Background: an optimization exercise with open tools, aiming at small area and a short achievable clock period. Do not read the settings as production practice. No activity file was given, so power comes from the tool's default toggle rates.

## main
==> module dmem_responder, before the edit <==
module dmem_responder #(
    parameter int ADDR_W      = 8,
    parameter int DATA_W      = 32,
    parameter int WAIT_CYCLES = 2
) (
    input  logic              clk,
    input  logic              reset,
    input  logic              req_valid,
    output logic              req_ready,
    input  logic              req_we,
    input  logic [31:0]       req_addr,
    input  logic [DATA_W-1:0] req_wdata,
    input  logic [3:0]        req_be,
    output logic              rsp_valid,
    output logic [DATA_W-1:0] rsp_rdata,
    output logic              rsp_err
);
    localparam int DEPTH = 64;
    localparam int LANES = 4;
    localparam int NG    = 22;    
    logic rdy_q, p1_q, p2_q, p3_q, rv_q;
    logic [DEPTH-1:0] wsel;
    logic       err_q;
    logic       we_q;
    logic [DATA_W-1:0] wd_q;
    logic [LANES-1:0]  be_q;
    logic [DATA_W-1:0] rdata_q;
    logic              rerr_q;
    logic in_err;
    assign in_err = (|req_addr[1:0]) | (|req_addr[31:ADDR_W]);
    always_ff @(posedge clk) begin
        if (!reset) begin
            rdy_q <= 1'b1;
            p1_q  <= 1'b0;
            p2_q  <= 1'b0;
            p3_q  <= 1'b0;
            rv_q  <= 1'b0;
        end else begin
            rdy_q <= (rdy_q & ~req_valid) | p3_q;
            p1_q  <= rdy_q & req_valid;
            p2_q  <= p1_q;
            p3_q  <= p2_q;
            rv_q  <= p3_q;
        end
    end
    always_ff @(posedge clk) begin
        if (rdy_q) begin
            for (int w = 0; w < DEPTH; w++) begin
                wsel[w] <= ~in_err & (req_addr[7:2] == 6'(w));
            end
            err_q <= in_err;
            we_q  <= req_we;
        end
        wd_q <= req_wdata;
        be_q <= req_be;
    end
    logic [LANES-1:0] lane_w;
    always_comb begin
        for (int l = 0; l < LANES; l++) lane_w[l] = p1_q & we_q & be_q[l];
    end
    logic [DATA_W-1:0] mem   [DEPTH];
    logic [DATA_W-1:0] mem_d [DEPTH];
    for (genvar w = 0; w < DEPTH; w++) begin : g_word
        for (genvar l = 0; l < LANES; l++) begin : g_lane
            logic wr, wr_n;
            assign wr_n = ~(wsel[w] & lane_w[l]);
            assign wr   = ~wr_n;
            for (genvar b = 8*l; b < 8*l+8; b++) begin : g_bit
                dmem_bit_mux u_mux (
                    .s (wr),
                    .a (wd_q[b]),
                    .sn(wr_n),
                    .b (mem[w][b]),
                    .y (mem_d[w][b])
                );
            end
        end
        always_ff @(posedge clk) mem[w] <= mem_d[w];
    end
    logic [DATA_W-1:0] rd;
    for (genvar b = 0; b < DATA_W; b++) begin : g_rbit
        logic [NG-1:0] grp_n;
        logic [5:0]    or1;
        logic [1:0]    or2_n;
        for (genvar g = 0; g < 21; g++) begin : g_grp
            dmem_rd3 u_rd (
                .s0(wsel[3*g]),   .d0(mem[3*g][b]),
                .s1(wsel[3*g+1]), .d1(mem[3*g+1][b]),
                .s2(wsel[3*g+2]), .d2(mem[3*g+2][b]),
                .y_n(grp_n[g])
            );
        end
        assign grp_n[21] = ~(wsel[63] & mem[63][b]);
        for (genvar k = 0; k < 5; k++) begin : g_or1
            dmem_nand4 u_n4 (
                .a(grp_n[4*k]), .b(grp_n[4*k+1]), .c(grp_n[4*k+2]), .d(grp_n[4*k+3]),
                .y(or1[k])
            );
        end
        assign or1[5] = ~(grp_n[20] & grp_n[21]);
        dmem_nor3 u_o2a (.a(or1[0]), .b(or1[1]), .c(or1[2]), .y(or2_n[0]));
        dmem_nor3 u_o2b (.a(or1[3]), .b(or1[4]), .c(or1[5]), .y(or2_n[1]));
        dmem_nand2_en u_fin (.a(or2_n[0]), .b(or2_n[1]), .en_n(we_q), .y(rd[b]));
    end
    always_ff @(posedge clk) begin
        rdata_q <= rd;
        rerr_q  <= err_q;
    end
    assign req_ready = rdy_q;
    assign rsp_valid = rv_q;
    assign rsp_rdata = rdata_q;
    assign rsp_err   = rerr_q;
endmodule
clock: 4.5 ns
lec_check: 0
cap_margin: 20
core_margin: 2
core_utilization: 40
slew_margin: 20
synth_hierarchical: 1
standard.sh (not shown) runs the stock make flow with config.mk's settings and CLKGATE_MAP_FILE= SYNTH_SCRIPT=/design/flow/synth_recipe.tcl, a recipe that flattens the netlist after the stock synthesis.
==> flow/flow/run.sh <==
#!/bin/bash
# Standard ORFS layout, with a setup slack margin for the timing repair in
# CTS and global routing only (the floorplan's sizing pass is left without
# it). Each step's output goes to its own log here.
set -euo pipefail
MARGIN=2.2
bash standard.sh synth > log_synth.txt 2>&1
bash standard.sh floorplan > log_floorplan.txt 2>&1
bash standard.sh SETUP_SLACK_MARGIN=$MARGIN place > log_place.txt 2>&1
bash standard.sh SETUP_SLACK_MARGIN=$MARGIN cts > log_cts.txt 2>&1
bash standard.sh SETUP_SLACK_MARGIN=$MARGIN route > log_route.txt 2>&1
bash standard.sh SETUP_SLACK_MARGIN=$MARGIN finish > log_finish.txt 2>&1
For the feature branch, these inputs were changed with respect to main:
--- a/flow/design.v
+++ b/flow/design.v
@@ -61,13 +61,13 @@
     output logic              rsp_err
 );
     localparam int DEPTH = 64;
     localparam int LANES = 4;
     localparam int NG    = 22;    
     logic rdy_q, p1_q, p2_q, p3_q, rv_q;
-    logic [DEPTH-1:0] wsel;
+    logic [7:0] row_q, col_q;
     logic       err_q;
     logic       we_q;
     logic [DATA_W-1:0] wd_q;
     logic [LANES-1:0]  be_q;
     logic [DATA_W-1:0] rdata_q;
     logic              rerr_q;
@@ -87,20 +87,25 @@
             p3_q  <= p2_q;
             rv_q  <= p3_q;
         end
     end
     always_ff @(posedge clk) begin
         if (rdy_q) begin
-            for (int w = 0; w < DEPTH; w++) begin
-                wsel[w] <= ~in_err & (req_addr[7:2] == 6'(w));
+            for (int i = 0; i < 8; i++) begin
+                row_q[i] <= ~in_err & (req_addr[7:5] == 3'(i));
+                col_q[i] <= ~in_err & (req_addr[4:2] == 3'(i));
             end
             err_q <= in_err;
             we_q  <= req_we;
         end
         wd_q <= req_wdata;
         be_q <= req_be;
+    end
+    logic [DEPTH-1:0] wsel;
+    always_comb begin
+        for (int w = 0; w < DEPTH; w++) wsel[w] = row_q[w / 8] & col_q[w % 8];
     end
     logic [LANES-1:0] lane_w;
     always_comb begin
         for (int l = 0; l < LANES; l++) lane_w[l] = p1_q & we_q & be_q[l];
     end
     logic [DATA_W-1:0] mem   [DEPTH];
--- outcome ---
The feature branch vs main, register fraction of the total cell area went down by 2.6 points.
The feature branch reports a lower area inside the core boundary than main does.
When the final numbers for main and the feature branch were put side by side, the portion of total power attributed to the clock network turned out to be smaller in main.
Looking at critical path's slowest cell, the sky130_fd_sc_hd__a222oi_1 result is from the feature branch; the sky130_fd_sc_hd__dfxtp_4 one comes from main.
Compared to main, the feature branch has slew at the pin with the worst max-slew slack 0.018 ns lower.
Synthesis-to-layout area growth | the feature branch above main
No functional check of the RTL was part of any run of this note.

[afterwards: timing with drivers on the ports]
The flow's constraints put no driver on any port. The routed layouts listed below were extracted and timed again, unchanged, in two steps. Step 1 (the two cells are an assumption about what drives the block):
set clk [get_ports {clk}]
set_driving_cell -lib_cell sky130_fd_sc_hd__clkbuf_16 $clk
set_driving_cell -lib_cell sky130_fd_sc_hd__buf_2 [delete_from_list [all_inputs] $clk]
Step 2, shift: input delay + t, output delay - t, t = (earliest + latest rising clock arrival at the registers) / 2. This alone moves slack from input paths to output paths. Slacks: no drivers / after step 1 / after step 2; pairs: no drivers / after step 1.
run	shift t [ns]	slack for setup (ns)	hold WS [ns]	latest minus earliest clock arrival (ns)	slew at the worst register clock pin (ns)
main	0.919	2.132 / 2.048 / 1.551	0.348 / 0.348 / 0.348	0.068 / 0.067	0.07 / 0.07
the feature branch	0.946	1.628 / 1.628 / 1.346	0.469 / 0.401 / 0.469	0.053 / 0.054	0.07 / 0.07
After both steps every run listed still meets setup and hold. The setup slack of main, which loses most, moves by -0.084 ns with the drivers and by -0.581 ns with both steps.
